What follows belongs to an exercise in optimizing a design on an open flow for small area; a production flow would make more cautious choices.
At most, simulation tests tie the RTL to the original design; equivalence was not proved.
No functional check of the RTL was part of runs 2 and 3.
Power is estimated from default activity; no workload was simulated.

`flow/config.mk`:
```
export PLATFORM = sky130hd
export DESIGN_NAME = ctrl_dmem_unit
export DESIGN_NICKNAME = ctrl_dmem_unit
export VERILOG_FILES = /design/flow/design.v
export SDC_FILE = /design/flow/constraint.sdc
export NUM_CORES = 4
export LEC_CHECK = 0
export CAP_MARGIN = 20
export CORE_MARGIN = 2
export CORE_UTILIZATION = 65
export CTS_BUF_LIST = sky130_fd_sc_hd__clkbuf_8
export CTS_CLUSTER_DIAMETER = 60
export CTS_CLUSTER_SIZE = 16
export PLACE_DENSITY = 0.8
export SLEW_MARGIN = 20
export SYNTH_HIERARCHICAL = 1
```
`flow/constraint.sdc`:
```
create_clock -name core_clock -period 12.0 [get_ports {clk}]
set_input_delay 2.4000 -clock core_clock [delete_from_list [all_inputs] [get_ports {clk}]]
set_output_delay 2.4000 -clock core_clock [all_outputs]
set_load 0.01 [all_outputs]
```
`flow/design.v`:
```
package ctrl_dmem_unit_pkg;
    localparam int unsigned DATA_W = 32;
    localparam int unsigned OP_W   = 6;
    localparam logic [OP_W-1:0] OP_RTYPE = 6'h00;
    localparam logic [OP_W-1:0] OP_LW    = 6'h23;
    localparam logic [OP_W-1:0] OP_SW    = 6'h2B;
    localparam logic [OP_W-1:0] OP_J     = 6'h02;
    localparam logic [OP_W-1:0] OP_BEQ   = 6'h04;
    typedef struct packed {
        logic rtype;
        logic lw;
        logic sw;
        logic jump;
        logic branch;
    } iclass_t;
    typedef struct packed {
        logic reg_dst;
        logic alu_src;
        logic reg_write;
        logic mem2reg;
        logic mem_read;
        logic mem_write;
    } ctrl_t;
endpackage
import ctrl_dmem_unit_pkg::*;
module dm_array
#(
    parameter int unsigned DEPTH = 64,
    parameter int unsigned AW    = $clog2(DEPTH)
) (
    input  logic              clk,
    input  logic              reset,
    input  logic              we_i,
    input  logic              re_i,
    input  logic [AW-1:0]     idx_i,
    input  logic [DATA_W-1:0] wdata_i,
    output logic [DATA_W-1:0] rdata_o
);
    logic [DEPTH-1:0]             valid_q;
    logic [DEPTH-1:0][DATA_W-1:0] mem_q;
    logic [DEPTH-1:0]             hit;     
    logic [DEPTH-1:0]             wsel;    
    logic [DEPTH-1:0]             whold;   
    logic [DEPTH-1:0]             rsel;    
    always_comb begin
        for (int unsigned i = 0; i < DEPTH; i++) begin
            hit[i]   = (idx_i == AW'(i));
            wsel[i]  = hit[i] & we_i & ~reset;
            whold[i] = ~(hit[i] & we_i);
            rsel[i]  = hit[i] & re_i & valid_q[i];
        end
    end
    always_ff @(posedge clk or posedge reset) begin
        if (reset) valid_q <= '0;
        else       valid_q <= valid_q | wsel;
    end
    logic [DEPTH-1:0][DATA_W-1:0] mem_d;
    for (genvar i = 0; i < DEPTH; i++) begin : g_word
        for (genvar b = 0; b < DATA_W; b++) begin : g_bit
            dm_next u_next (
                .load_i (wsel[i]),
                .hold_i (whold[i]),
                .d_i    (wdata_i[b]),
                .q_i    (mem_q[i][b]),
                .q_o    (mem_d[i][b])
            );
        end
    end
    always_ff @(posedge clk) begin
        mem_q <= mem_d;
    end
    for (genvar b = 0; b < DATA_W; b++) begin : g_rd
        logic [DEPTH-1:0] col;
        for (genvar i = 0; i < DEPTH; i++) begin : g_bit
            assign col[i] = mem_q[i][b];
        end
        dm_rd_col #(.DEPTH(DEPTH)) u_col (
            .sel_i  (rsel),
            .bits_i (col),
            .bit_o  (rdata_o[b])
        );
    end
endmodule
module dm_rd_col
#(
    parameter int unsigned DEPTH = 64
) (
    input  logic [DEPTH-1:0] sel_i,
    input  logic [DEPTH-1:0] bits_i,
    output logic             bit_o
);
    localparam int unsigned NG = DEPTH / 3;        
    localparam int unsigned NR = DEPTH - 3 * NG;   
    logic [NG+NR-1:0] grp_n;   
    for (genvar g = 0; g < NG; g++) begin : g_grp
        dm_rd_aoi3 u_aoi (
            .sel_i  (sel_i[3*g +: 3]),
            .bits_i (bits_i[3*g +: 3]),
            .y_n_o  (grp_n[g])
        );
    end
    for (genvar r = 0; r < NR; r++) begin : g_rem
        assign grp_n[NG+r] = ~(sel_i[3*NG+r] & bits_i[3*NG+r]);
    end
    assign bit_o = ~&grp_n;
endmodule
module dm_rd_aoi3 (
    input  logic [2:0] sel_i,
    input  logic [2:0] bits_i,
    output logic       y_n_o
);
    assign y_n_o = ~|(sel_i & bits_i);
endmodule
module dm_next (
    input  logic load_i,
    input  logic hold_i,
    input  logic d_i,
    input  logic q_i,
    output logic q_o
);
    assign q_o = (load_i & d_i) | (hold_i & q_i);
endmodule
import ctrl_dmem_unit_pkg::*;
module ctrl_dmem_unit
#(
    parameter int unsigned DEPTH = 64
) (
    input  logic              clk,
    input  logic              reset,
    input  logic [OP_W-1:0]   opCode,
    input  logic [31:0]       addr,
    input  logic [DATA_W-1:0] wdata,
    output logic              rtype,
    output logic              lw,
    output logic              sw,
    output logic              jump,
    output logic              branch,
    output logic              RegDst,
    output logic              ALUSrc,
    output logic              RegWrite,
    output logic              Mem2Reg,
    output logic              MemRead,
    output logic              MemWrite,
    output logic [DATA_W-1:0] memOut
);
    localparam int unsigned AW = $clog2(DEPTH);
    ctrl_dmem_unit_pkg::iclass_t cls;
    ctrl_dmem_unit_pkg::ctrl_t   ctl;
    logic [AW-1:0]     mem_idx;
    logic [DATA_W-1:0] mem_rdata;
    always_comb begin
        cls = '0;
        case (opCode)
            OP_RTYPE: cls.rtype  = 1'b1;
            OP_LW:    cls.lw     = 1'b1;
            OP_SW:    cls.sw     = 1'b1;
            OP_J:     cls.jump   = 1'b1;
            OP_BEQ:   cls.branch = 1'b1;
            default:  cls        = '0;
        endcase
        ctl.reg_dst   = cls.rtype;
        ctl.alu_src   = ~(cls.rtype | cls.branch);
        ctl.reg_write = cls.rtype | cls.lw;
        ctl.mem2reg   = cls.lw;
        ctl.mem_read  = cls.lw;
        ctl.mem_write = cls.sw;
    end
    assign rtype    = cls.rtype;
    assign lw       = cls.lw;
    assign sw       = cls.sw;
    assign jump     = cls.jump;
    assign branch   = cls.branch;
    assign RegDst   = ctl.reg_dst;
    assign ALUSrc   = ctl.alu_src;
    assign RegWrite = ctl.reg_write;
    assign Mem2Reg  = ctl.mem2reg;
    assign MemRead  = ctl.mem_read;
    assign MemWrite = ctl.mem_write;
    assign mem_idx = addr[AW+1:2];
    logic unused_addr_bits;
    assign unused_addr_bits = ^{addr[31:AW+2], addr[1:0]};
    dm_array #(
        .DEPTH (DEPTH),
        .AW    (AW)
    ) u_dm_array (
        .clk     (clk),
        .reset   (reset),
        .we_i    (ctl.mem_write),
        .re_i    (ctl.mem_read),
        .idx_i   (mem_idx),
        .wdata_i (wdata),
        .rdata_o (mem_rdata)
    );
    assign memOut = mem_rdata;
endmodule
```
`flow/run.sh`:
```
#!/bin/bash
# synth_recipe.tcl (not shown) runs the flow's synth.tcl, then flattens the netlist and writes it again
# the make line also repeats each setting of config.mk as NAME=value (left out here)
make -C /OpenROAD-flow-scripts/flow DESIGN_CONFIG=/design/flow/config.mk WORK_HOME=/design/flow/orfs CLKGATE_MAP_FILE= SYNTH_SCRIPT=/design/flow/synth_recipe.tcl finish
```
==> impl_metrics.py, run 1 <==
metrics = {
    "pwr": {
        "peakVddDrop_mv": 0.133,
        "powerDensity_nw_per_um2": 138,
        "p_int_mw": 8.31,
        "swShare": 0.224,
        "power_leakage_nw": 29.5,
        "seq_power_share": 0.659,
        "p_clk_frac": 0.319,
        "p_comb_frac": 0.023,
        "p_sw_mw": 2.40,
    },
    "grt": {
        "grt_pass1_wl_microns": 366000,
        "grt_max_degree": 65,
        "grt_pass1_vias": 56300,
        "gr-usage-all-layers": 0.426,
        "antenna_found_initial": 15,
        "overflow": 0,
    },
    "floorplanning": {
        "initial_utilization": 0.655,
        "fp.dieH_microns": 335,
        "core_area_sq_um": 109000,
        "fp-row-count": 121,
        "die_width_microns": 335,
        "fp.dieArea_sq_um": 112000,
        "io_pins": 115,
    },
    "worst_setup_path": {
        "cp-end-kind": "output pin",
        "critPathMostFrequentCell": "clkdlybuf4s50_1",
        "worstSetupPathType": "input port to output pin",
        "crit_required_ns": 9.60,
        "timing.rr.start": "u_dm_array.valid_q[12]$_DFF_PP0_",
        "cpPeakStageDelay_ns": 1.20,
        "cp-endpoint": "memOut[29]",
        "setup.worst_path.start": "addr[5]",
        "cp.arrival_ns": 7.90,
        "path_cells": "clkdlybuf4s50_1 -> and4bb_2 -> and3_1 -> buf_4 -> a222oi_1 -> nand4_1 -> nor4_1 -> nand2_1 -> clkdlybuf4s50_1",
        "critPathSlowestCell": "clkdlybuf4s50_1",
        "path_max_fanout": 32,
        "rr_endpoint": "u_dm_array.valid_q[12]$_DFF_PP0_",
        "reg2regPathDepth": 1,
        "reg2reg_slack_ns": 11.29,
        "critPathLaunchType": "input port",
    },
    "route": {
        "drt_iter0_drc": 12400,
        "drc": 0,
        "routedWlPerCell_microns": 34.2,
        "viasPerCell": 8.18,
        "ant_nets": 0,
        "first_pass_iters": 9,
        "via_count": 60000,
        "postRouteWirelength_microns": 251000,
    },
    "finish": {
        "drive_above_1_share": 0.0935,
        "regArea_sq_um": 42600,
        "post-route-util": 0.713,
        "fill_cells": 7717,
        "area_growth_pct": 8.99,
        "layout_common_cells": "a22o_1, dfxtp_1, a222oi_1, buf_4, clkbuf_8",
        "multi_input_area_sq_um": 28600,
        "final_nets": 5960,
    },
    "cts": {
        "cts_buffers": 151,
        "clkLatencyLatePin_ns": 0.89,
        "clkTransAtPathRegs_ns": 0.10,
        "cts_root_buf": "clkbuf_8",
        "cts_tree": "yes",
        "postCtsSetupBuffers": 0,
        "clk_path_buf_depth": 3,
        "hold_buffers": 0,
        "cts_sinks": 2112,
        "ctsResizeCount": 0,
        "htree_levels": 4,
    },
    "synthesis": {
        "synthTopCellsByArea": "dfxtp_1, a22o_1, a222oi_1, dfrtp_1, nand4_1",
        "yosysSeqAreaShare": 0.598,
        "syn_area_sq_um": 71300,
        "synth_edf_count": 0,
        "async_flop_share": 0.0303,
        "ys_ff_latch": 2112,
        "synth.largest_area_cell": "dfxtp_1",
        "netlist_instances": 5493,
        "synth_top_area_share": 0.575,
        "syn_area_per_cell_sq_um": 13.0,
        "synth_warnings": 8,
        "synthFlopType": "dfxtp_1",
        "synth_cell_types": 40,
    },
    "timing": {
        "fmax_mhz": 97.0,
        "setup_tns_ns": 0,
        "final.period_utilization": 0.859,
        "slew_headroom": 0.158,
        "setup_viol": 0,
        "tightest_slew_ns": 1.25,
        "fin_worst_skew_ns": 0,
        "hold_viol": 0,
        "rsz0062_at_grt": "no",
        "final_max_slew_viol_count": 0,
        "min_period_ns": 10.30,
    },
    "placed_design": {
        "hpwl_microns": 139000,
        "io_buffers": 88,
        "gp_congestion": 1.06,
    },
    "run_status": {
        "status": "complete, no violations",
    },
    "hold_path": {
        "hold_class": "flip-flop to flip-flop",
        "hold_start": "u_dm_array.valid_q[60]$_DFF_PP0_",
    },
    "run": {
        "maxCapViolCount": 0,
    },
}
[synthesized netlist by cell type, types with 5 or more instances]
master,count
buf_2,14
o21bai_1,50
nor2_1,63
clkbuf_1,32
a222oi_1,672
nand3_1,33
nand4_1,129
dfxtp_1,2048
nor4_1,32
and3_1,64
a211oi_1,32
and4bb_2,6
nand4b_1,6
or4b_1,5
nand4bb_1,8
o21bai_2,14
nand2_1,128
dfrtp_1,64
a22o_1,2048
buf_4,5
[registers in the layout (all words and copies together), names as in the netlist]
| register | flops |
|---|---|
| u_dm_array.mem_q | 2048 |
| u_dm_array.valid_q | 64 |
[cells by family after synthesis]
logic type / synth area share
simple gates: 0.0405
flops: 0.598
compound gates: 0.357
buf+inv: 0.00444
[worst min path at each step]
stage                                        to  depth (start not counted)  slack [ns]
2_1_floorplan  u_dm_array.valid_q[10]$_DFF_PP0_                          1        0.43
6_report       u_dm_array.valid_q[60]$_DFF_PP0_                          1        0.48
4_1_cts         u_dm_array.valid_q[7]$_DFF_PP0_                          1        0.47
3_5_place_dp    u_dm_array.valid_q[7]$_DFF_PP0_                          1        0.45
5_1_grt           u_dm_array.mem_q[974]$_DFF_P_                          1        0.49
3_3_place_gp   u_dm_array.valid_q[13]$_DFF_PP0_                          1        0.45
[critical path, delay by kind of cell]
family,cells,cell delay (ns)
buffers and inverters,3,2.10
and+or+nand+nor,5,2.91
AOI/OAI and AO/OA,1,0.44
[per-layer routing]
layer	global-route usage	wire length [microns]	vias to the layer above
met3	0.133	35200	731
li1	-	-	24800
met1	0.570	95000	29700
met5	0.000868	145	-
met2	0.603	105000	4745
met4	0.257	16000	14
[per-stage QoR]
stage | total power [mW] | hold slack, ns | setup WS (ns) | cells | cell area, sq um
floorplan | 7.27 | 0.433 | 4.67 | 5493 | 71300
global placement | 7.44 | 0.447 | 2.21 | 7145 | 75200
detailed placement | 7.45 | 0.447 | 2.18 | 7145 | 75200
CTS | 10.7 | 0.473 | 2.18 | 7323 | 77600
global route | 11.0 | 0.489 | 1.75 | 7328 | 77600
finish | 10.7 | 0.477 | 1.70 | 7337 | 77700
[cell type report]
type | instances | area share
flip-flops and latches | 2112 | 0.549
multi-input cells | 3320 | 0.369
repair buffers | 302 | 0.0298
clock buffers | 159 | 0.0282
well taps | 1414 | 0.0228
clock inverters | 19 | 0.00150
diodes | 10 | 0.000322
inverters | 1 | 0.0000483
[modules after synthesis, one instance, submodules excluded, a selection]
module          area [sq um]  cells inside  flip-flops and latches
ctrl_dmem_unit           128            16                       0
dm_next                 8.76             1                       0
dm_rd_aoi3              10.0             1                       0
[power groups by stage]
stage | registers, mW | clock network [mW] | logic, mW
after CTS | 7.06 | 3.40 | 0.230
after detailed placement | 7.22 | 0 | 0.229
after global placement | 7.22 | 0 | 0.223
final | 7.06 | 3.41 | 0.242
after global routing | 7.06 | 3.66 | 0.247
after floorplan | 7.21 | 0 | 0.0561
==> inputs of run 2 (changes only) <==
--- a/flow/design.v
+++ b/flow/design.v
@@ -90,16 +90,15 @@
     output logic             bit_o
 );
-    localparam int unsigned NG = DEPTH / 3;        
-    localparam int unsigned NR = DEPTH - 3 * NG;   
-    logic [NG+NR-1:0] grp_n;   
+    localparam int unsigned NG = (DEPTH + 2) / 3;
+    logic [3*NG-1:0] sel_x, bits_x;
+    logic [NG-1:0]   grp_n;    
+    assign sel_x  = (3*NG)'(sel_i);
+    assign bits_x = (3*NG)'(bits_i);
     for (genvar g = 0; g < NG; g++) begin : g_grp
         dm_rd_aoi3 u_aoi (
-            .sel_i  (sel_i[3*g +: 3]),
-            .bits_i (bits_i[3*g +: 3]),
+            .sel_i  (sel_x[3*g +: 3]),
+            .bits_i (bits_x[3*g +: 3]),
             .y_n_o  (grp_n[g])
         );
-    end
-    for (genvar r = 0; r < NR; r++) begin : g_rem
-        assign grp_n[NG+r] = ~(sel_i[3*NG+r] & bits_i[3*NG+r]);
     end
     assign bit_o = ~&grp_n;
--- a/flow/config.mk
+++ b/flow/config.mk
@@ -8,9 +8,5 @@
 export CAP_MARGIN = 20
 export CORE_MARGIN = 2
-export CORE_UTILIZATION = 65
-export CTS_BUF_LIST = sky130_fd_sc_hd__clkbuf_8
-export CTS_CLUSTER_DIAMETER = 60
-export CTS_CLUSTER_SIZE = 16
-export PLACE_DENSITY = 0.8
+export CORE_UTILIZATION = 40
 export SLEW_MARGIN = 20
 export SYNTH_HIERARCHICAL = 1
==> impl_metrics.py, run 2 <==
metrics = {
    "route": {
        "drc": 0,
        "wl_met3_microns": 31200,
        "wl_met2_microns": 118000,
        "routedWlPerCell_microns": 32.6,
        "drt_iter0_drc": 11000,
        "met1_length_microns": 119000,
        "first_pass_iters": 9,
        "postRouteWirelength_microns": 280000,
        "viasPerCell": 7.04,
        "ant_nets": 0,
        "highest_layer": "met5",
        "via_count": 60600,
    },
    "hold_path": {
        "hold_start": "u_dm_array.valid_q[13]$_DFF_PP0_",
        "hold_class": "flip-flop to flip-flop",
        "min_to": "u_dm_array.valid_q[13]$_DFF_PP0_",
        "hold_depth": 1,
    },
    "synthesis": {
        "synthFlopType": "dfxtp_1",
        "ys_ff_latch": 2112,
        "synth_xor_area_frac": 0,
        "synthTopCellsByArea": "dfxtp_1, a22o_1, a222oi_1, dfrtp_1, nand4_1",
        "synth_top_family_by_area": "compound AO/OA/AOI/OAI gates",
        "synth_mux_area_frac": 0,
        "synth_warnings": 8,
        "yosys.area_share.simple": 0.0414,
        "synth_commonest_cells": "a22o_1, dfxtp_1, a222oi_1",
        "synth_fa_ha_area_frac": 0,
        "syn_area_sq_um": 71500,
        "synth_edf_count": 0,
        "async_flop_share": 0.0303,
        "synth_cell_types": 40,
        "synth-compound-area-share": 0.357,
        "netlist_instances": 5493,
        "syn_area_per_cell_sq_um": 13.0,
        "synth_top_area_share": 0.573,
        "synth.largest_area_cell": "dfxtp_1",
        "yosysSeqAreaShare": 0.596,
    },
    "grt": {
        "grt_pass1_vias": 57700,
        "overflow": 0,
        "grt_pass1_wl_microns": 400000,
        "antenna_found_initial": 12,
        "gr-usage-all-layers": 0.292,
        "grt_max_degree": 65,
    },
    "worst_setup_path": {
        "critPathSlowestCell": "nor4_1",
        "crit_required_ns": 9.60,
        "rr_endpoint": "u_dm_array.valid_q[5]$_DFF_PP0_",
        "reg2reg_slack_ns": 11.29,
        "crit_cells": 10,
        "path_max_fanout": 18,
        "worstSetupPathType": "input port to output pin",
        "timing.rr.start": "u_dm_array.valid_q[5]$_DFF_PP0_",
        "cp.arrival_ns": 7.78,
        "critPathLaunchType": "input port",
        "cp_top_family": "simple AND/OR/NAND/NOR gates",
        "cp-end-kind": "output pin",
        "cpPeakStageDelay_ns": 1.18,
        "path_cells": "clkdlybuf4s50_1 -> buf_4 -> and4bb_2 -> and3_1 -> buf_4 -> a222oi_1 -> nand4_1 -> nor4_1 -> nand4_1 -> clkdlybuf4s50_1",
        "reg2regPathDepth": 1,
        "critPathBufInv": 4,
    },
    "cts": {
        "cts_tree": "yes",
        "cts_root_buf": "clkbuf_16",
        "cts_sinks": 2112,
        "clkLatencyLatePin_ns": 0.84,
        "hold_buffers": 0,
        "clk_path_buf_depth": 3,
        "cts_buffers": 206,
        "clkTransAtPathRegs_ns": 0.06,
        "postCtsSetupBuffers": 0,
        "htree_levels": 4,
        "ctsResizeCount": 0,
    },
    "placed_design": {
        "gp_congestion": 0.940,
        "io_buffers": 88,
        "hpwl_microns": 153000,
        "place_ws_ns": 2.01,
    },
    "timing": {
        "fmax_mhz": 98.2,
        "final_max_slew_viol_count": 0,
        "rsz0062_at_grt": "no",
        "hold_viol": 0,
        "setup_ws_ns": 1.82,
        "tightest_slew_ns": 1.20,
        "fin_worst_skew_ns": 0,
        "setup_tns_ns": 0,
        "final.period_utilization": 0.849,
        "min_period_ns": 10.18,
        "setup_viol": 0,
        "slew_headroom": 0.200,
    },
    "run": {
        "maxCapViolCount": 0,
    },
    "finish": {
        "largest_reg_flops": 2048,
        "drive_above_1_share": 0.117,
        "reg.largest.list": "u_dm_array.mem_q (2048), u_dm_array.valid_q (64)",
        "final_nets": 6133,
        "top_register": "u_dm_array.mem_q",
        "layout_common_cells": "a22o_1, dfxtp_1, a222oi_1, buf_4, clkbuf_16",
        "area_growth_pct": 18.2,
    },
    "floorplanning": {
        "initial_utilization": 0.402,
        "core_area_sq_um": 178000,
        "fp.dieH_microns": 427,
        "io_pins": 115,
        "die_width_microns": 427,
        "fp-row-count": 155,
        "fp.dieArea_sq_um": 182000,
    },
    "pwr": {
        "power_leakage_nw": 31.8,
        "peakVddDrop_mv": 0.125,
        "powerDensity_nw_per_um2": 167,
    },
    "run_status": {
        "status": "complete, no violations",
    },
}
## run 2: cell count changes after synthesis, sizes merged
cell    previous run  this run
a211oi            32         0
a222oi           672       704
and4               1        33
conb               0        32
nand2            128        64
nand3             33         1
nand4            129       161
## run 2: through the flow
step	instances	hold slack (ns)	power (mW)	utilization	area, sq um
floorplan	5589	0.433	7.30	-	71900
global placement	8205	0.447	7.55	0.434	77300
detailed placement	8206	0.445	7.55	0.435	77400
CTS	8592	0.460	14.2	0.474	84400
global route	8598	0.465	14.5	0.475	84500
finish	8600	0.461	14.1	0.475	84500
## run 2: routing by layer
| metal | GRT usage | vias to the layer above |
|---|---|---|
| met2 | 0.425 | 3862 |
| met5 | 0 | - |
| met1 | 0.406 | 30800 |
| met4 | 0.129 | 6 |
| li1 | - | 25300 |
| met3 | 0.0738 | 552 |
## run 2: how the worst max path moves through the flow
| stage | startpoint | endpoint | slack [ns] |
|---|---|---|---|
| 6_report | addr[5] | memOut[31] | 1.82 |
| 5_1_grt | addr[5] | memOut[31] | 2.07 |
| 4_1_cts | addr[5] | memOut[31] | 2.02 |
| 2_1_floorplan | opCode[4] | memOut[0] | 4.65 |
| 3_3_place_gp | addr[5] | memOut[31] | 2.01 |
| 3_5_place_dp | addr[5] | memOut[31] | 2.01 |
## run 2: final cells by class
cell class / instances / area [sq um]
clock inverters: 64 / 781
repair buffers: 324 / 2620
inverters: 1 / 3.75
diodes: 6 / 15.0
clock buffers: 322 / 6310
fillers: 15800 / 93500
multi-input cells: 3416 / 29200
well taps: 2355 / 2950
flip-flops and latches: 2112 / 42600
## run 2: where the power goes
part | internal (mW) | switching (mW)
clock | 3.90 | 2.84
sequential | 7.05 | 0.0179
combinational | 0.0862 | 0.260
total | 11.0 | 3.12
## run 2: cells by family (layout without fill, tap and decap cells)
family          Yosys count  after routing
buf+inv                  61            711
compound gates         2817           2817
other cells              32            134
flops                  2112           2112
simple gates            471            471
## run 2: modules after synthesis (local to each module, per instance), a selection
module          area, sq um  cells inside  times used
ctrl_dmem_unit          128            16           1
dm_next                8.76             1        2048
dm_rd_aoi3             10.0             1         704
==> inputs of run 3 (changes only) <==
--- a/flow/design.v
+++ b/flow/design.v
@@ -32,91 +32,19 @@
     input  logic              reset,
     input  logic              we_i,
-    input  logic              re_i,
     input  logic [AW-1:0]     idx_i,
     input  logic [DATA_W-1:0] wdata_i,
     output logic [DATA_W-1:0] rdata_o
 );
-    logic [DEPTH-1:0]             valid_q;
-    logic [DEPTH-1:0][DATA_W-1:0] mem_q;
-    logic [DEPTH-1:0]             hit;     
-    logic [DEPTH-1:0]             wsel;    
-    logic [DEPTH-1:0]             whold;   
-    logic [DEPTH-1:0]             rsel;    
-    always_comb begin
-        for (int unsigned i = 0; i < DEPTH; i++) begin
-            hit[i]   = (idx_i == AW'(i));
-            wsel[i]  = hit[i] & we_i & ~reset;
-            whold[i] = ~(hit[i] & we_i);
-            rsel[i]  = hit[i] & re_i & valid_q[i];
+    logic [DATA_W-1:0] mem_q [DEPTH];
+    always_ff @(posedge clk or posedge reset) begin
+        if (reset) begin
+            for (int unsigned i = 0; i < DEPTH; i++) begin
+                mem_q[i] <= '0;
+            end
+        end else if (we_i) begin
+            mem_q[idx_i] <= wdata_i;
         end
     end
-    always_ff @(posedge clk or posedge reset) begin
-        if (reset) valid_q <= '0;
-        else       valid_q <= valid_q | wsel;
-    end
-    logic [DEPTH-1:0][DATA_W-1:0] mem_d;
-    for (genvar i = 0; i < DEPTH; i++) begin : g_word
-        for (genvar b = 0; b < DATA_W; b++) begin : g_bit
-            dm_next u_next (
-                .load_i (wsel[i]),
-                .hold_i (whold[i]),
-                .d_i    (wdata_i[b]),
-                .q_i    (mem_q[i][b]),
-                .q_o    (mem_d[i][b])
-            );
-        end
-    end
-    always_ff @(posedge clk) begin
-        mem_q <= mem_d;
-    end
-    for (genvar b = 0; b < DATA_W; b++) begin : g_rd
-        logic [DEPTH-1:0] col;
-        for (genvar i = 0; i < DEPTH; i++) begin : g_bit
-            assign col[i] = mem_q[i][b];
-        end
-        dm_rd_col #(.DEPTH(DEPTH)) u_col (
-            .sel_i  (rsel),
-            .bits_i (col),
-            .bit_o  (rdata_o[b])
-        );
-    end
-endmodule
-module dm_rd_col
-#(
-    parameter int unsigned DEPTH = 64
-) (
-    input  logic [DEPTH-1:0] sel_i,
-    input  logic [DEPTH-1:0] bits_i,
-    output logic             bit_o
-);
-    localparam int unsigned NG = (DEPTH + 2) / 3;
-    logic [3*NG-1:0] sel_x, bits_x;
-    logic [NG-1:0]   grp_n;    
-    assign sel_x  = (3*NG)'(sel_i);
-    assign bits_x = (3*NG)'(bits_i);
-    for (genvar g = 0; g < NG; g++) begin : g_grp
-        dm_rd_aoi3 u_aoi (
-            .sel_i  (sel_x[3*g +: 3]),
-            .bits_i (bits_x[3*g +: 3]),
-            .y_n_o  (grp_n[g])
-        );
-    end
-    assign bit_o = ~&grp_n;
-endmodule
-module dm_rd_aoi3 (
-    input  logic [2:0] sel_i,
-    input  logic [2:0] bits_i,
-    output logic       y_n_o
-);
-    assign y_n_o = ~|(sel_i & bits_i);
-endmodule
-module dm_next (
-    input  logic load_i,
-    input  logic hold_i,
-    input  logic d_i,
-    input  logic q_i,
-    output logic q_o
-);
-    assign q_o = (load_i & d_i) | (hold_i & q_i);
+    assign rdata_o = mem_q[idx_i];
 endmodule
 import ctrl_dmem_unit_pkg::*;
@@ -186,9 +114,8 @@
         .reset   (reset),
         .we_i    (ctl.mem_write),
-        .re_i    (ctl.mem_read),
         .idx_i   (mem_idx),
         .wdata_i (wdata),
         .rdata_o (mem_rdata)
     );
-    assign memOut = mem_rdata;
+    assign memOut = ctl.mem_read ? mem_rdata : '0;
 endmodule
--- a/flow/config.mk
+++ b/flow/config.mk
@@ -10,3 +10,2 @@
 export CORE_UTILIZATION = 40
 export SLEW_MARGIN = 20
-export SYNTH_HIERARCHICAL = 1
==> impl_metrics.py, run 3 <==
metrics = {
    "run_status": {
        "status": "complete, no violations",
    },
    "synthesis": {
        "synth_mux_area_frac": 0.262,
        "synth_fa_ha_area_frac": 0,
        "synth_warnings": 3,
        "yosys.cell_count.top_type": "dfrtp_1",
        "syn_area_sq_um": 91500,
        "netlist_instances": 6624,
        "synth_commonest_cells": "dfrtp_1, mux2_2, a22oi_1",
        "yosysSeqAreaShare": 0.560,
        "synth_xor_area_frac": 0,
        "synth-compound-area-share": 0.0882,
        "synthTopCellsByArea": "dfrtp_1, mux2_2, a22oi_1, mux2_1, buf_4",
        "synth_top_family_by_area": "multiplexers",
        "synth_edf_count": 0,
        "synth.largest_area_cell": "dfrtp_1",
        "ys_ff_latch": 2048,
        "synthFlopType": "dfrtp_1",
        "async_flop_share": 1.00,
        "yosys.area_share.simple": 0.0500,
        "synth_cell_types": 76,
        "syn_area_per_cell_sq_um": 13.8,
        "synth_top_area_share": 0.560,
    },
    "grt": {
        "grt_max_degree": 174,
        "grt_pass1_vias": 61700,
        "grt_pass1_wl_microns": 497000,
        "overflow": 0,
        "gr-usage-all-layers": 0.306,
        "antenna_found_initial": 25,
    },
    "pwr": {
        "powerDensity_nw_per_um2": 139,
        "p_clk_frac": 0.470,
        "power_leakage_nw": 49.5,
        "p_comb_frac": 0.039,
        "seq_power_share": 0.492,
        "peakVddDrop_mv": 0.111,
        "p_sw_mw": 3.36,
        "swShare": 0.236,
        "power_mw": 14.2,
        "p_int_mw": 10.9,
    },
    "worst_setup_path": {
        "path_max_fanout": 17,
        "reg2regPathDepth": 1,
        "reg2reg_slack_ns": 11.19,
        "worstSetupPathType": "input port to output pin",
        "cp-end-kind": "output pin",
        "timing.rr.start": "u_dm_array.mem_q[17][2]$_DFFE_PP0P_",
        "rr_endpoint": "u_dm_array.mem_q[17][2]$_DFFE_PP0P_",
        "critPathLaunchType": "input port",
        "cp.arrival_ns": 7.95,
        "crit_required_ns": 9.60,
    },
    "cts": {
        "hold_buffers": 0,
        "cts_buffers": 212,
        "cts_root_buf": "clkbuf_16",
        "cts_sinks": 2048,
        "cts_tree": "yes",
        "ctsResizeCount": 0,
        "clkLatencyLatePin_ns": 0.85,
        "clk_path_buf_depth": 3,
        "postCtsSetupBuffers": 0,
        "clkTransAtPathRegs_ns": 0.06,
        "htree_levels": 4,
    },
    "timing": {
        "rsz0062_at_grt": "no",
        "setup_tns_ns": 0,
        "final.period_utilization": 0.862,
        "fmax_mhz": 96.7,
        "min_period_ns": 10.35,
        "final_max_slew_viol_count": 0,
        "fin_worst_skew_ns": 0,
        "slew_headroom": 0.188,
        "setup_viol": 0,
        "hold_viol": 0,
        "tightest_slew_ns": 1.19,
        "setup_ws_ns": 1.65,
    },
    "route": {
        "routedWlPerCell_microns": 37.3,
        "drt_iter0_drc": 8561,
        "via_count": 63000,
        "viasPerCell": 6.52,
        "drc": 0,
        "postRouteWirelength_microns": 361000,
        "ant_nets": 0,
        "first_pass_iters": 5,
    },
    "finish": {
        "mostFrequentLayoutCell": "dfrtp_1",
        "reg.largest.list": "u_dm_array.mem_q (2048)",
        "top_register": "u_dm_array.mem_q",
        "area_growth_pct": 11.7,
        "final_nets": 6547,
        "layout_common_cells": "dfrtp_1, mux2_2, a22oi_1, buf_4, clkbuf_16",
        "drive_above_1_share": 0.405,
        "post-route-util": 0.449,
        "stdcell_area_sq_um": 102000,
        "largest_reg_flops": 2048,
        "fill_cells": 20100,
    },
    "placed_design": {
        "io_buffers": 88,
        "gp_congestion": 0.919,
        "postPlaceCellArea_sq_um": 95000,
        "place_ws_ns": 1.82,
        "hpwl_microns": 214000,
    },
    "hold_path": {
        "min_to": "u_dm_array.mem_q[16][0]$_DFFE_PP0P_",
        "hold_class": "flip-flop to flip-flop",
        "hold_depth": 1,
        "hold_start": "u_dm_array.mem_q[16][0]$_DFFE_PP0P_",
    },
    "floorplanning": {
        "fp.dieH_microns": 482,
        "fp.dieArea_sq_um": 233000,
        "io_pins": 115,
        "initial_utilization": 0.402,
        "core_area_sq_um": 227000,
        "fp-row-count": 175,
        "die_width_microns": 482,
    },
    "run": {
        "maxCapViolCount": 0,
    },
}
-- run 3: worst max-delay path by stage --
stage	start	slack [ns]	to	cells after the start
6_report	addr[7]	1.65	memOut[22]	11
5_1_grt	addr[7]	1.81	memOut[19]	11
2_1_floorplan	reset	-18.84	u_dm_array.mem_q[0][0]$_DFFE_PP0P_	1
3_5_place_dp	addr[7]	1.82	memOut[19]	11
3_3_place_gp	addr[7]	1.83	memOut[19]	11
4_1_cts	addr[7]	1.81	memOut[19]	11
-- run 3: worst max-delay path, cell delays in order --
cell and delay (ns):
clkdlybuf4s50_1 0.84, buf_4 0.43, nand2b_2 0.66, buf_4 0.45
nor2_4 0.60, buf_4 0.50, a22oi_1 0.15, nand4_1 0.21
nor4_1 0.09, a31oi_1 0.83, clkdlybuf4s50_1 0.71
-- run 3: cells by family after synthesis --
group                  after synthesis
AO/OA/AOI/OAI                     1035
buffers and inverters              711
flip-flops                        2048
multiplexers                      2138
AND/OR/NAND/NOR                    692
-- run 3: power by group through the flow --
stage               combinational, mW  clock (mW)  sequential (mW)
floorplan                       0.322           0             7.14
global placement                0.523           0             7.11
detailed placement              0.535           0             7.11
CTS                             0.536        6.73             6.99
global route                    0.580        7.02             6.99
finish                          0.550        6.68             6.99
-- run 3: stage by stage --
stage,cells,hold WS [ns]
finish,9671,0.485
global route,9662,0.494
CTS,9653,0.488
detailed placement,9263,0.474
global placement,9256,0.463
floorplan,6624,0.454
-- run 3: per-layer routing --
layer / track usage / share of wire / routed length [microns]
met1: 0.414 / 0.40 / 144000
met2: 0.445 / 0.43 / 155000
met3: 0.0834 / 0.11 / 39200
met4: 0.169 / 0.063 / 22700
met5: 0.00266 / 0.00042 / 150
-- run 3: final cells by class --
class / instances / area [sq um] / share of cell area
Inverter: 5 / 22.5 / 0.000220
Clock inverter: 59 / 667 / 0.00652
Antenna cell: 11 / 27.5 / 0.000269
Tap cell: 3009 / 3760 / 0.0368
Timing Repair Buffer: 343 / 3010 / 0.0294
Sequential cell: 2048 / 51200 / 0.501
Clock buffer: 331 / 6360 / 0.0623
Multi-Input combinational cell: 3865 / 37100 / 0.363
==> inputs of run 4 (changes only) <==
--- a/flow/design.v
+++ b/flow/design.v
@@ -32,19 +32,131 @@
     input  logic              reset,
     input  logic              we_i,
+    input  logic              re_i,
     input  logic [AW-1:0]     idx_i,
     input  logic [DATA_W-1:0] wdata_i,
     output logic [DATA_W-1:0] rdata_o
 );
-    logic [DATA_W-1:0] mem_q [DEPTH];
+    localparam int unsigned LO_W = 3;
+    localparam int unsigned HI_W = AW - LO_W;
+    localparam int unsigned NLO  = 1 << LO_W;
+    localparam int unsigned NHI  = 1 << HI_W;
+    localparam int unsigned NH   = 2;
+    localparam int unsigned HW   = DATA_W / NH;
+    logic [DEPTH-1:0]             valid_q;
+    logic [DEPTH-1:0][DATA_W-1:0] mem_q;
+    logic [DEPTH-1:0][DATA_W-1:0] mem_d;
+    logic [NLO-1:0] lo;            
+    logic [NHI-1:0] hi_w;          
+    logic [NHI-1:0] hi_wr;         
+    logic [NHI-1:0] hi_r;          
+    always_comb begin
+        for (int unsigned j = 0; j < NLO; j++) begin
+            lo[j]   = (idx_i[LO_W-1:0] == LO_W'(j));
+        end
+        for (int unsigned k = 0; k < NHI; k++) begin
+            hi_w[k]    = (idx_i[AW-1:LO_W] == HI_W'(k)) & we_i;
+            hi_wr[k]   = hi_w[k] & ~reset;
+            hi_r[k]    = (idx_i[AW-1:LO_W] == HI_W'(k)) & re_i;
+        end
+    end
+    logic [NH-1:0][DEPTH-1:0] wsel;    
+    logic [NH-1:0][DEPTH-1:0] whold;   
+    logic [NH-1:0][DEPTH-1:0] rsel;    
+    for (genvar h = 0; h < NH; h++) begin : g_half
+        for (genvar i = 0; i < DEPTH; i++) begin : g_row
+            dm_row_drv u_drv (
+                .hi_w_i    (hi_w[i / NLO]),
+                .hi_wr_i   (hi_wr[i / NLO]),
+                .hi_r_i    (hi_r[i / NLO]),
+                .lo_i      (lo[i % NLO]),
+                .valid_i   (valid_q[i]),
+                .wsel_o    (wsel[h][i]),
+                .whold_o   (whold[h][i]),
+                .rsel_o    (rsel[h][i])
+            );
+        end
+    end
     always_ff @(posedge clk or posedge reset) begin
-        if (reset) begin
-            for (int unsigned i = 0; i < DEPTH; i++) begin
-                mem_q[i] <= '0;
-            end
-        end else if (we_i) begin
-            mem_q[idx_i] <= wdata_i;
-        end
-    end
-    assign rdata_o = mem_q[idx_i];
+        if (reset) valid_q <= '0;
+        else       valid_q <= valid_q | wsel[0];
+    end
+    for (genvar i = 0; i < DEPTH; i++) begin : g_word
+        for (genvar b = 0; b < DATA_W; b++) begin : g_bit
+            dm_next u_next (
+                .load_i (wsel[b / HW][i]),
+                .hold_i (whold[b / HW][i]),
+                .d_i    (wdata_i[b]),
+                .q_i    (mem_q[i][b]),
+                .q_o    (mem_d[i][b])
+            );
+        end
+    end
+    always_ff @(posedge clk) begin
+        mem_q <= mem_d;
+    end
+    for (genvar b = 0; b < DATA_W; b++) begin : g_rd
+        logic [DEPTH-1:0] col;
+        for (genvar i = 0; i < DEPTH; i++) begin : g_bit
+            assign col[i] = mem_q[i][b];
+        end
+        dm_rd_col #(.DEPTH(DEPTH)) u_col (
+            .sel_i  (rsel[b / HW]),
+            .bits_i (col),
+            .bit_o  (rdata_o[b])
+        );
+    end
+endmodule
+module dm_rd_col
+#(
+    parameter int unsigned DEPTH = 64
+) (
+    input  logic [DEPTH-1:0] sel_i,
+    input  logic [DEPTH-1:0] bits_i,
+    output logic             bit_o
+);
+    localparam int unsigned NG = DEPTH / 3;        
+    localparam int unsigned NR = DEPTH - 3 * NG;   
+    logic [NG+NR-1:0] grp_n;   
+    for (genvar g = 0; g < NG; g++) begin : g_grp
+        dm_rd_aoi3 u_aoi (
+            .sel_i  (sel_i[3*g +: 3]),
+            .bits_i (bits_i[3*g +: 3]),
+            .y_n_o  (grp_n[g])
+        );
+    end
+    for (genvar r = 0; r < NR; r++) begin : g_rem
+        assign grp_n[NG+r] = ~(sel_i[3*NG+r] & bits_i[3*NG+r]);
+    end
+    assign bit_o = ~&grp_n;
+endmodule
+module dm_rd_aoi3 (
+    input  logic [2:0] sel_i,
+    input  logic [2:0] bits_i,
+    output logic       y_n_o
+);
+    assign y_n_o = ~|(sel_i & bits_i);
+endmodule
+module dm_next (
+    input  logic load_i,
+    input  logic hold_i,
+    input  logic d_i,
+    input  logic q_i,
+    output logic q_o
+);
+    assign q_o = (load_i & d_i) | (hold_i & q_i);
+endmodule
+module dm_row_drv (
+    input  logic hi_w_i,
+    input  logic hi_wr_i,
+    input  logic hi_r_i,
+    input  logic lo_i,
+    input  logic valid_i,
+    output logic wsel_o,
+    output logic whold_o,
+    output logic rsel_o
+);
+    assign wsel_o  = hi_wr_i & lo_i;
+    assign whold_o = ~(hi_w_i & lo_i);
+    assign rsel_o  = hi_r_i & lo_i & valid_i;
 endmodule
 import ctrl_dmem_unit_pkg::*;
@@ -114,8 +226,9 @@
         .reset   (reset),
         .we_i    (ctl.mem_write),
+        .re_i    (ctl.mem_read),
         .idx_i   (mem_idx),
         .wdata_i (wdata),
         .rdata_o (mem_rdata)
     );
-    assign memOut = ctl.mem_read ? mem_rdata : '0;
-endmodule
+    assign memOut = mem_rdata;
+endmodule
--- a/flow/config.mk
+++ b/flow/config.mk
@@ -8,4 +8,9 @@
 export CAP_MARGIN = 20
 export CORE_MARGIN = 2
-export CORE_UTILIZATION = 40
+export CORE_UTILIZATION = 45
+export CTS_BUF_LIST = sky130_fd_sc_hd__clkbuf_8
+export CTS_CLUSTER_DIAMETER = 60
+export CTS_CLUSTER_SIZE = 16
+export PLACE_DENSITY = 0.6
 export SLEW_MARGIN = 20
+export SYNTH_HIERARCHICAL = 1
==> impl_metrics.py, run 4 <==
metrics = {
    "worst_setup_path": {
        "critPathBufInv": 3,
        "cp-end-kind": "output pin",
        "cp.arrival_ns": 7.58,
        "path_max_fanout": 27,
        "crit_required_ns": 9.60,
        "reg2regPathDepth": 1,
        "path_cells": "clkdlybuf4s50_1 -> and3b_2 -> buf_4 -> and3_1 -> a222oi_1 -> nand4_1 -> nor4_1 -> nand2_1 -> clkdlybuf4s50_1",
        "critPathMostFrequentCell": "clkdlybuf4s50_1",
        "critPathLaunchType": "input port",
        "worstSetupPathType": "input port to output pin",
        "cpPeakStageDelay_ns": 1.06,
        "rr_endpoint": "u_dm_array.valid_q[0]$_DFF_PP0_",
        "cp_top_family": "simple AND/OR/NAND/NOR gates",
        "critPathSlowestCell": "nor4_1",
        "timing.rr.start": "u_dm_array.valid_q[0]$_DFF_PP0_",
        "reg2reg_slack_ns": 10.95,
    },
    "timing": {
        "final.period_utilization": 0.832,
        "final_max_slew_viol_count": 0,
        "tightest_slew_ns": 1.23,
        "fmax_mhz": 100,
        "min_period_ns": 9.98,
        "whs_ns": 0.476,
        "rsz0062_at_grt": "no",
        "setup_viol": 0,
        "setup_ws_ns": 2.02,
        "hold_viol": 0,
        "fin_worst_skew_ns": 0,
        "setup_tns_ns": 0,
        "slew_headroom": 0.172,
    },
    "run": {
        "maxCapViolCount": 0,
    },
    "grt": {
        "grt_pass1_vias": 54700,
        "gr-usage-all-layers": 0.310,
        "grt_max_degree": 65,
        "antenna_found_initial": 20,
        "grt_pass1_wl_microns": 383000,
        "overflow": 0,
    },
    "run_status": {
        "status": "complete, no violations",
    },
    "route": {
        "first_pass_iters": 8,
        "viasPerCell": 7.25,
        "postRouteWirelength_microns": 267000,
        "drt_iter0_drc": 10900,
        "via_count": 58500,
        "routedWlPerCell_microns": 33.0,
        "drc": 0,
        "ant_nets": 0,
    },
    "floorplanning": {
        "io_pins": 115,
        "die_width_microns": 404,
        "fp.dieH_microns": 404,
        "initial_utilization": 0.453,
        "core_area_sq_um": 159000,
        "fp.dieArea_sq_um": 163000,
        "fp-row-count": 146,
    },
    "cts": {
        "hold_buffers": 0,
        "cts_root_buf": "clkbuf_8",
        "htree_levels": 4,
        "cts_tree": "yes",
        "ctsResizeCount": 0,
        "clk_path_buf_depth": 3,
        "cts_sinks": 2112,
        "cts_buffers": 158,
        "clkLatencyLatePin_ns": 0.92,
        "clkTransAtPathRegs_ns": 0.09,
        "postCtsSetupBuffers": 0,
    },
    "synthesis": {
        "synth_top_area_share": 0.570,
        "synthFlopType": "dfxtp_1",
        "syn_area_per_cell_sq_um": 12.8,
        "ys_ff_latch": 2112,
        "syn_area_sq_um": 71900,
        "synth.largest_area_cell": "dfxtp_1",
        "synth_cell_types": 30,
        "synthTopCellsByArea": "dfxtp_1, a22o_1, a222oi_1, dfrtp_1, and2_2",
        "async_flop_share": 0.0303,
        "synth_warnings": 8,
        "synth_edf_count": 0,
        "netlist_instances": 5629,
        "yosysSeqAreaShare": 0.593,
        "synth_commonest_cells": "a22o_1, dfxtp_1, a222oi_1",
    },
    "finish": {
        "layout_common_cells": "a22o_1, dfxtp_1, a222oi_1, nand2_1, clkbuf_8",
        "area_growth_pct": 9.40,
        "reg.largest.list": "u_dm_array.mem_q (2048), u_dm_array.valid_q (64)",
        "largest_reg_flops": 2048,
        "final_nets": 5989,
        "drive_above_1_share": 0.0843,
        "fill_cells": 14100,
        "stdcell_area_sq_um": 78700,
        "top_register": "u_dm_array.mem_q",
        "post-route-util": 0.496,
    },
    "hold_path": {
        "min_to": "u_dm_array.mem_q[884]$_DFF_P_",
        "hold_class": "flip-flop to flip-flop",
        "hold_depth": 1,
        "hold_start": "u_dm_array.mem_q[884]$_DFF_P_",
    },
    "placed_design": {
        "hpwl_microns": 156000,
        "gp_congestion": 0.855,
        "place_ws_ns": 2.15,
        "io_buffers": 88,
        "postPlaceCellArea_sq_um": 75700,
    },
    "pwr": {
        "powerDensity_nw_per_um2": 142,
        "peakVddDrop_mv": 0.122,
        "power_leakage_nw": 30.0,
    },
}
-- run 4: report_power, final --
| group | internal [mW] | switching (mW) | total, mW |
|---|---|---|---|
| combinational | 0.0478 | 0.208 | 0.256 |
| clock | 1.48 | 2.35 | 3.84 |
| sequential | 7.04 | 0.0215 | 7.06 |
| total | 8.57 | 2.58 | 11.2 |
-- run 4: through the flow --
stage,power [mW],instances
after floorplan,7.26,5629
after global placement,7.47,7827
after detailed placement,7.47,7828
after CTS,11.2,8065
after global routing,11.5,8069
final,11.2,8074
-- run 4: cell families (layout without fill, tap and decap cells) --
family | after synthesis | in the layout | synth area share
DFF | 2112 | 2112 | 0.593
and+or+nand+nor | 758 | 758 | 0.0603
other | 0 | 8 | 0
buffers and inverters | 6 | 371 | 0.000539
AOI/OAI and AO/OA | 2753 | 2753 | 0.347
-- run 4: cell type report --
cell class                 instances  area (sq um)  share of cell area
multi-input combinational       3511         29400               0.373
sequential                      2112         42600               0.542
clock buffer                     177          2440              0.0310
inverter                           1          5.00           0.0000636
antenna                            8          20.0            0.000255
tap                             2072          2590              0.0330
timing repair buffer             133          1190              0.0151
clock inverter                    60           462             0.00587
-- run 4: how the worst max path moves through the flow --
stage                     cells after the start  startpoint    endpoint  slack (ns)
after CTS                                     9     addr[2]   memOut[8]        2.15
after global routing                          9     addr[2]  memOut[27]        2.13
after detailed placement                      9     addr[4]   memOut[8]        2.15
after global placement                        9     addr[2]   memOut[1]        2.15
after floorplan                               6     addr[4]   memOut[0]        4.21
final                                         9     addr[4]  memOut[16]        2.02
-- run 4: layer usage --
layer / wire [microns] / share of wire / vias up / GRT usage
met2: 116000 / 0.44 / 3381 / 0.456
met3: 27200 / 0.10 / 438 / 0.0719
li1: - / - / 25100 / -
met4: 10300 / 0.038 / 8 / 0.117
met1: 113000 / 0.42 / 29600 / 0.442
met5: 79 / 0.00030 / - / 0
-- run 4: modules after synthesis (local to each module, per instance), a selection --
module / cell area, sq um / cells inside / flip-flops and latches / copies in the design
ctrl_dmem_unit: 128 / 16 / 0 / 1
dm_row_drv: 17.5 / 3 / 0 / 128
dm_rd_aoi3: 10.0 / 1 / 0 / 672
dm_next: 8.76 / 1 / 0 / 2048
==> inputs of run 5 (changes only) <==
==> flow/flow/run.sh (new file) <==
#!/bin/bash
# Own layout flow: the standard layout (standard.sh), with the clock tree
# built without dummy loads and the ports buffered with a small buffer.
set -e
export CTS_ARGS="-sink_clustering_enable -repair_clock_nets -dont_use_dummy_load -buf_list sky130_fd_sc_hd__clkbuf_8 -sink_clustering_size 16 -sink_clustering_max_diameter 60"
export BUFFER_PORTS_ARGS="-buffer_cell sky130_fd_sc_hd__buf_2"
bash standard.sh > standard.log 2>&1
==> flow/standard.sh (new file) <==
#!/bin/bash
# synth_recipe.tcl (not shown) runs the flow's synth.tcl, then flattens the netlist and writes it again
# the make line also repeats each setting of config.mk as NAME=value (left out here)
make -C /OpenROAD-flow-scripts/flow DESIGN_CONFIG=/design/flow/config.mk WORK_HOME=/design/flow/orfs CLKGATE_MAP_FILE= SYNTH_SCRIPT=/design/flow/synth_recipe.tcl "${@:-finish}"
removed: flow/run.sh
==> impl_metrics.py, run 5 <==
metrics = {
    "worst_setup_path": {
        "path_cells": "buf_2 -> nand4b_1 -> nor3_1 -> nand2b_1 -> nor2_4 -> and3_1 -> a222oi_1 -> nand4_1 -> nor4_1 -> nand2_1 -> buf_2",
        "setup.worst_path.start": "opCode[4]",
        "crit_required_ns": 9.60,
        "cp_top_family": "simple AND/OR/NAND/NOR gates",
        "path_max_fanout": 18,
        "critPathBufInv": 2,
        "cp-end-kind": "output pin",
        "critPathLaunchType": "input port",
        "critPathMostFrequentCell": "buf_2",
        "cp.arrival_ns": 6.72,
        "worstSetupPathType": "input port to output pin",
        "crit_cells": 11,
        "cp-endpoint": "memOut[16]",
        "rr_endpoint": "u_dm_array.valid_q[2]$_DFF_PP0_",
        "timing.rr.start": "u_dm_array.valid_q[2]$_DFF_PP0_",
        "reg2regPathDepth": 1,
        "cpPeakStageDelay_ns": 0.85,
        "reg2reg_slack_ns": 10.91,
        "critPathSlowestCell": "nor2_4",
    },
    "pwr": {
        "power_mw": 10.7,
        "peakVddDrop_mv": 0.142,
        "powerDensity_nw_per_um2": 138,
        "power_leakage_nw": 29.6,
    },
    "route": {
        "viasPerCell": 7.31,
        "first_pass_iters": 8,
        "drc": 0,
        "routedWlPerCell_microns": 33.3,
        "drt_iter0_drc": 10900,
        "ant_nets": 0,
        "postRouteWirelength_microns": 266000,
        "via_count": 58400,
    },
    "cts": {
        "postCtsSetupBuffers": 0,
        "cts_tree": "yes",
        "cts_sinks": 2112,
        "ctsResizeCount": 0,
        "hold_buffers": 0,
        "clkLatencyLatePin_ns": 0.93,
        "clk_path_buf_depth": 3,
        "htree_levels": 4,
        "cts_root_buf": "clkbuf_8",
        "cts_buffers": 157,
        "clkTransAtPathRegs_ns": 0.06,
    },
    "run_status": {
        "status": "complete, no violations",
    },
    "synthesis": {
        "synthTopCellsByArea": "dfxtp_1, a22o_1, a222oi_1, dfrtp_1, and2_2",
        "synth.largest_area_cell": "dfxtp_1",
        "synth_warnings": 8,
        "yosysSeqAreaShare": 0.593,
        "netlist_instances": 5629,
        "synth_edf_count": 0,
        "async_flop_share": 0.0303,
        "synth_top_area_share": 0.570,
        "synth_commonest_cells": "a22o_1, dfxtp_1, a222oi_1",
        "synthFlopType": "dfxtp_1",
        "syn_area_per_cell_sq_um": 12.8,
        "ys_ff_latch": 2112,
        "synth_cell_types": 30,
        "syn_area_sq_um": 71900,
    },
    "timing": {
        "setup_tns_ns": 0,
        "tightest_slew_ns": 1.31,
        "rsz0062_at_grt": "no",
        "slew_headroom": 0.121,
        "final.period_utilization": 0.760,
        "min_period_ns": 9.12,
        "fin_worst_skew_ns": 0,
        "setup_viol": 0,
        "whs_ns": 0.466,
        "hold_viol": 0,
        "final_max_slew_viol_count": 0,
        "fmax_mhz": 110,
    },
    "floorplanning": {
        "core_area_sq_um": 159000,
        "fp-row-count": 146,
        "die_width_microns": 404,
        "fp.dieH_microns": 404,
        "io_pins": 115,
        "initial_utilization": 0.453,
        "fp.dieArea_sq_um": 163000,
    },
    "run": {
        "maxCapViolCount": 0,
    },
    "grt": {
        "grt_pass1_wl_microns": 381000,
        "gr-usage-all-layers": 0.309,
        "grt_pass1_vias": 54100,
        "overflow": 0,
        "antenna_found_initial": 18,
        "grt_max_degree": 65,
    },
    "placed_design": {
        "hpwl_microns": 156000,
        "io_buffers": 88,
        "gp_congestion": 0.859,
    },
    "finish": {
        "drive_above_1_share": 0.0856,
        "top_register": "u_dm_array.mem_q",
        "reg.largest.list": "u_dm_array.mem_q (2048), u_dm_array.valid_q (64)",
        "final_nets": 5983,
        "largest_reg_flops": 2048,
        "area_growth_pct": 7.91,
        "layout_common_cells": "a22o_1, dfxtp_1, a222oi_1, nand2_1, clkbuf_8",
    },
    "hold_path": {
        "hold_class": "flip-flop to flip-flop",
    },
}
==> run 5: changes by cell type in the layout (fill, tap and decap cells not counted), moves of 9 or more <==
cell / before / now
clkbuf_8: 177 / 157
inv_1: 29 / 0
buf_2: 1 / 57
clkdlybuf4s50_1: 56 / 0
clkinv_2: 10 / 1
clkinvlp_4: 12 / 0
==> run 5: worst min path at each step <==
stage	startpoint	end	slack, ns	depth (start not counted)
CTS	u_dm_array.mem_q[1288]$_DFF_P_	u_dm_array.mem_q[1288]$_DFF_P_	0.47	1
floorplan	u_dm_array.mem_q[1072]$_DFF_P_	u_dm_array.mem_q[1072]$_DFF_P_	0.44	1
detailed placement	u_dm_array.mem_q[691]$_DFF_P_	u_dm_array.mem_q[691]$_DFF_P_	0.45	1
finish	u_dm_array.mem_q[1288]$_DFF_P_	u_dm_array.mem_q[1288]$_DFF_P_	0.47	1
global route	u_dm_array.mem_q[1969]$_DFF_P_	u_dm_array.mem_q[1969]$_DFF_P_	0.49	1
global placement	u_dm_array.mem_q[1449]$_DFF_P_	u_dm_array.mem_q[1449]$_DFF_P_	0.45	1
==> run 5: cell type report <==
class / count / area, sq um
Inverter: 1 / 5.00
Fill cell: 14100 / 81000
Multi-Input combinational cell: 3511 / 29400
Antenna cell: 10 / 25.0
Timing Repair Buffer: 128 / 846
Clock buffer: 157 / 2160
Sequential cell: 2112 / 42600
Tap cell: 2072 / 2590
==> run 5: metal layers <==
layer | global-route usage | wire, microns
met1 | 0.451 | 115000
met2 | 0.450 | 114000
met5 | 0 | 53
met3 | 0.0615 | 26200
met4 | 0.116 | 10400
==> run 5: per-module statistics from Yosys, one instance, submodules excluded, a selection <==
module          cells inside  area (sq um)
dm_next                    1          8.76
dm_row_drv                 3          17.5
dm_rd_aoi3                 1          10.0
ctrl_dmem_unit            16           128
==> run 5: logic make-up (layout without fill, tap and decap cells) <==
group	count (synthesis)	count (layout)	synth area share
AND/OR/NAND/NOR	758	758	0.0603
other	0	10	0
buffers and inverters	6	286	0.000539
AO/OA/AOI/OAI	2753	2753	0.347
flip-flops	2112	2112	0.593
==> run 5: through the flow <==
stage           util  setup slack, ns  instance area, sq um  instances
2_1_floorplan      -             4.21                 71900       5629
3_3_place_gp   0.475             3.02                 75400       7822
3_5_place_dp   0.475             2.96                 75400       7823
4_1_cts        0.489             2.92                 77500       7980
5_1_grt        0.489             2.91                 77600       7983
6_report       0.489             2.88                 77600       7991
==> run 5: report_power, final <==
group	leakage, nW	internal [mW]	switching, mW
Combinational	11.1	0.0453	0.207
Sequential	17.4	7.04	0.0211
Clock	1.13	1.18	2.24
Total	29.6	8.26	2.47
==> inputs of run 6 (changes only) <==
--- a/flow/design.v
+++ b/flow/design.v
@@ -43,19 +43,25 @@
     localparam int unsigned NH   = 2;
     localparam int unsigned HW   = DATA_W / NH;
-    logic [DEPTH-1:0]             valid_q;
+    logic                         init_q;    
+    logic                         clr;       
     logic [DEPTH-1:0][DATA_W-1:0] mem_q;
     logic [DEPTH-1:0][DATA_W-1:0] mem_d;
     logic [NLO-1:0] lo;            
+    logic [NLO-1:0] lo_c;          
     logic [NHI-1:0] hi_w;          
+    logic [NHI-1:0] hi_wc;         
     logic [NHI-1:0] hi_wr;         
     logic [NHI-1:0] hi_r;          
     always_comb begin
+        clr = we_i & ~init_q;
         for (int unsigned j = 0; j < NLO; j++) begin
             lo[j]   = (idx_i[LO_W-1:0] == LO_W'(j));
+            lo_c[j] = lo[j] | clr;
         end
         for (int unsigned k = 0; k < NHI; k++) begin
             hi_w[k]    = (idx_i[AW-1:LO_W] == HI_W'(k)) & we_i;
             hi_wr[k]   = hi_w[k] & ~reset;
-            hi_r[k]    = (idx_i[AW-1:LO_W] == HI_W'(k)) & re_i;
+            hi_wc[k]   = hi_w[k] | clr;
+            hi_r[k]    = (idx_i[AW-1:LO_W] == HI_W'(k)) & re_i & init_q;
         end
     end
@@ -66,9 +72,9 @@
         for (genvar i = 0; i < DEPTH; i++) begin : g_row
             dm_row_drv u_drv (
-                .hi_w_i    (hi_w[i / NLO]),
+                .hi_wc_i   (hi_wc[i / NLO]),
                 .hi_wr_i   (hi_wr[i / NLO]),
                 .hi_r_i    (hi_r[i / NLO]),
                 .lo_i      (lo[i % NLO]),
-                .valid_i   (valid_q[i]),
+                .lo_c_i    (lo_c[i % NLO]),
                 .wsel_o    (wsel[h][i]),
                 .whold_o   (whold[h][i]),
@@ -78,6 +84,6 @@
     end
     always_ff @(posedge clk or posedge reset) begin
-        if (reset) valid_q <= '0;
-        else       valid_q <= valid_q | wsel[0];
+        if (reset) init_q <= 1'b0;
+        else       init_q <= init_q | we_i;
     end
     for (genvar i = 0; i < DEPTH; i++) begin : g_word
@@ -147,9 +153,9 @@
 endmodule
 module dm_row_drv (
-    input  logic hi_w_i,
+    input  logic hi_wc_i,
     input  logic hi_wr_i,
     input  logic hi_r_i,
     input  logic lo_i,
-    input  logic valid_i,
+    input  logic lo_c_i,
     output logic wsel_o,
     output logic whold_o,
@@ -157,6 +163,6 @@
 );
     assign wsel_o  = hi_wr_i & lo_i;
-    assign whold_o = ~(hi_w_i & lo_i);
-    assign rsel_o  = hi_r_i & lo_i & valid_i;
+    assign whold_o = ~(hi_wc_i & lo_c_i);
+    assign rsel_o  = hi_r_i & lo_i;
 endmodule
 import ctrl_dmem_unit_pkg::*;
==> impl_metrics.py, run 6 <==
metrics = {
    "run_status": {
        "status": "complete, no violations",
    },
    "placed_design": {
        "io_buffers": 88,
        "gp_congestion": 0.872,
        "hpwl_microns": 147000,
    },
    "synthesis": {
        "synth.largest_area_cell": "dfxtp_1",
        "async_flop_share": 0.000488,
        "netlist_instances": 5512,
        "yosysSeqAreaShare": 0.587,
        "synth_commonest_cells": "a22o_1, dfxtp_1, a222oi_1",
        "syn_area_per_cell_sq_um": 12.7,
        "synth_warnings": 8,
        "syn_area_sq_um": 69800,
        "synth_cell_types": 31,
        "synthFlopType": "dfxtp_1",
        "synth_edf_count": 0,
        "ys_ff_latch": 2049,
        "synthTopCellsByArea": "dfxtp_1, a22o_1, a222oi_1, and2_1, nand4_1",
        "synth_top_area_share": 0.587,
    },
    "worst_setup_path": {
        "path_max_fanout": 16,
        "critPathLaunchType": "input port",
        "critPathSlowestCell": "nor4_1",
        "reg2reg_slack_ns": 8.73,
        "path_cells": "buf_2 -> nand4b_1 -> nor3_1 -> buf_4 -> nand3b_1 -> nor2_2 -> and2_1 -> a222oi_1 -> nand4_1 -> nor4_1 -> nand2_1 -> buf_2",
        "setup.worst_path.start": "opCode[4]",
        "rr_endpoint": "u_dm_array.mem_q[492]$_DFF_P_",
        "worstSetupPathType": "input port to output pin",
        "cp-end-kind": "output pin",
        "crit_required_ns": 9.60,
        "critPathBufInv": 3,
        "cp_top_family": "simple AND/OR/NAND/NOR gates",
        "timing.rr.start": "u_dm_array.init_q$_DFF_PP0_",
        "cp.arrival_ns": 6.68,
        "critPathMostFrequentCell": "buf_2",
        "reg2regPathDepth": 5,
        "cpPeakStageDelay_ns": 0.91,
    },
    "timing": {
        "whs_ns": 0.472,
        "setup_tns_ns": 0,
        "final.period_utilization": 0.757,
        "fin_worst_skew_ns": 0.0587,
        "hold_viol": 0,
        "final_max_slew_viol_count": 0,
        "slew_headroom": 0.205,
        "rsz0062_at_grt": "no",
        "fmax_mhz": 110,
        "tightest_slew_ns": 1.19,
        "setup_viol": 0,
        "min_period_ns": 9.08,
    },
    "route": {
        "viasPerCell": 7.28,
        "routedWlPerCell_microns": 32.7,
        "drt_iter0_drc": 10500,
        "first_pass_iters": 8,
        "ant_nets": 0,
        "postRouteWirelength_microns": 256000,
        "drc": 0,
        "via_count": 57000,
    },
    "cts": {
        "postCtsSetupBuffers": 0,
        "ctsResizeCount": 0,
        "cts_sinks": 2049,
        "htree_levels": 4,
        "hold_buffers": 0,
        "cts_buffers": 156,
        "cts_tree": "yes",
        "cts_root_buf": "clkbuf_8",
        "clkTransAtPathRegs_ns": 0.04,
        "clkLatencyLatePin_ns": 0.92,
        "clk_path_buf_depth": 3,
    },
    "hold_path": {
        "min_to": "u_dm_array.mem_q[510]$_DFF_P_",
        "hold_depth": 1,
        "hold_start": "u_dm_array.mem_q[510]$_DFF_P_",
        "hold_class": "flip-flop to flip-flop",
    },
    "grt": {
        "grt_pass1_vias": 52600,
        "gr-usage-all-layers": 0.306,
        "antenna_found_initial": 12,
        "grt_pass1_wl_microns": 367000,
        "overflow": 0,
        "grt_max_degree": 65,
    },
    "finish": {
        "largest_reg_flops": 2048,
        "final_nets": 5858,
        "fill_cells": 13700,
        "multi_input_area_sq_um": 28900,
        "drive_above_1_share": 0.0539,
        "area_growth_pct": 7.98,
        "layout_common_cells": "a22o_1, dfxtp_1, a222oi_1, and2_1, nand2_1",
        "regArea_sq_um": 41000,
        "top_register": "u_dm_array.mem_q",
        "reg.largest.list": "u_dm_array.mem_q (2048), u_dm_array.init_q (1)",
        "post-route-util": 0.490,
    },
    "pwr": {
        "powerDensity_nw_per_um2": 139,
        "power_leakage_nw": 27.9,
        "peakVddDrop_mv": 0.108,
    },
    "floorplanning": {
        "die_width_microns": 398,
        "io_pins": 115,
        "initial_utilization": 0.453,
        "core_area_sq_um": 154000,
        "fp-row-count": 144,
        "fp.dieArea_sq_um": 158000,
        "fp.dieH_microns": 398,
    },
    "run": {
        "maxCapViolCount": 0,
    },
}
-- run 6: changes by cell type after synthesis, sizes merged, moves of 9 or more --
cell and delta:
and2 +128, and3 -128, dfrtp -63, or2 -63
nand2b +9, nor2 -9
-- run 6: metal layers --
layer / track usage / share of wire
met1: 0.453 / 0.44
met2: 0.431 / 0.42
met3: 0.0644 / 0.10
met4: 0.116 / 0.039
met5: 0 / 0.00018
-- run 6: how the worst max path moves through the flow --
| stage | to | cells past startpoint | slack [ns] |
|---|---|---|---|
| final | memOut[6] | 12 | 2.92 |
| after global routing | memOut[6] | 12 | 2.90 |
| after CTS | memOut[14] | 12 | 3.14 |
| after detailed placement | memOut[14] | 12 | 3.14 |
| after global placement | memOut[0] | 12 | 2.95 |
| after floorplan | memOut[0] | 9 | 5.06 |
-- run 6: stage by stage --
| stage | total power [mW] | cell area [sq um] | cells | worst slack, ns |
|---|---|---|---|---|
| detailed placement | 7.26 | 73200 | 7670 | 3.14 |
| floorplan | 7.05 | 69800 | 5512 | 5.06 |
| finish | 10.5 | 75400 | 7831 | 2.92 |
| CTS | 10.5 | 75400 | 7826 | 3.14 |
| global placement | 7.26 | 73200 | 7670 | 2.95 |
| global route | 10.8 | 75400 | 7829 | 2.90 |
-- run 6: modules after synthesis, one instance, submodules excluded, excerpt --
| module | cell area [sq um] | flops+latches | times used |
|---|---|---|---|
| ctrl_dmem_unit | 128 | 0 | 1 |
| dm_next | 8.76 | 0 | 2048 |
| dm_rd_aoi3 | 10.0 | 0 | 672 |
| dm_row_drv | 16.3 | 0 | 128 |
-- run 6: where the power goes --
part	leakage (nW)	switching (mW)	total [mW]	internal [mW]
Combinational	10.2	0.224	0.269	0.0450
Sequential	16.5	0.0175	6.84	6.83
Clock	1.12	2.18	3.35	1.17
Total	27.9	2.42	10.5	8.04
-- run 6: logic make-up (layout without fill, tap and decap cells) --
logic type,count (synthesis),in the layout,share of synthesized area
AOI/OAI and AO/OA,2761,2761,0.357
DFF,2049,2049,0.587
and+or+nand+nor,695,695,0.0546
buffers and inverters,7,279,0.000591
other,0,3,0
-- run 6: layout make-up --
class,instances,area share
flip-flops and latches,2049,0.544
multi-input cells,3456,0.383
well taps,2044,0.0339
clock buffers,156,0.0285
repair buffers,122,0.0103
diodes,3,0.0000995
inverters,1,0.0000498
-- run 6: worst register-to-register path: cells and delay by family, from the launching register on --
family	cells	cell delay, ns
AO/OA/AOI/OAI	1	0.44
AND/OR/NAND/NOR	3	1.82
flip-flops	1	0.41
buffers and inverters	1	0.47

[separate check: timing with driven ports]
No port has a modelled driver above. Below, the same layouts with a new extraction and two added sets of constraints. Step 1 sets driving cells, clkbuf_16 on the clock port and buf_2 on the other inputs (assumed; they add their load-dependent delay and slew). Step 2 moves the port delays by t, midway between the first and last clock arrival at a register: inputs arrive t later, outputs are due t later. That takes back most of the time a late clock gives input paths. Slacks: ideal / step 1 / step 2; pairs: ideal / step 1.
run | shift t [ns] | setup slack, ns | latest minus earliest clock arrival (ns)
run 1 | 0.980 | 1.696 / 1.535 / 1.535 | 0.038 / 0.039
run 2 | 0.936 | 1.818 / 1.782 / 1.782 | 0.037 / 0.037
run 3 | 0.965 | 1.653 / 1.623 / 1.623 | 0.060 / 0.060
run 4 | 1.002 | 2.019 / 1.997 / 1.997 | 0.058 / 0.058
run 5 | 0.991 | 2.875 / 2.856 / 2.856 | 0.074 / 0.075
run 6 | 0.978 | 2.921 / 2.879 / 2.879 | 0.089 / 0.089
After both steps every run listed still meets setup and hold. For run 1, which loses most, drivers alone change the setup slack by -0.161 ns; drivers and shift together by -0.161 ns.
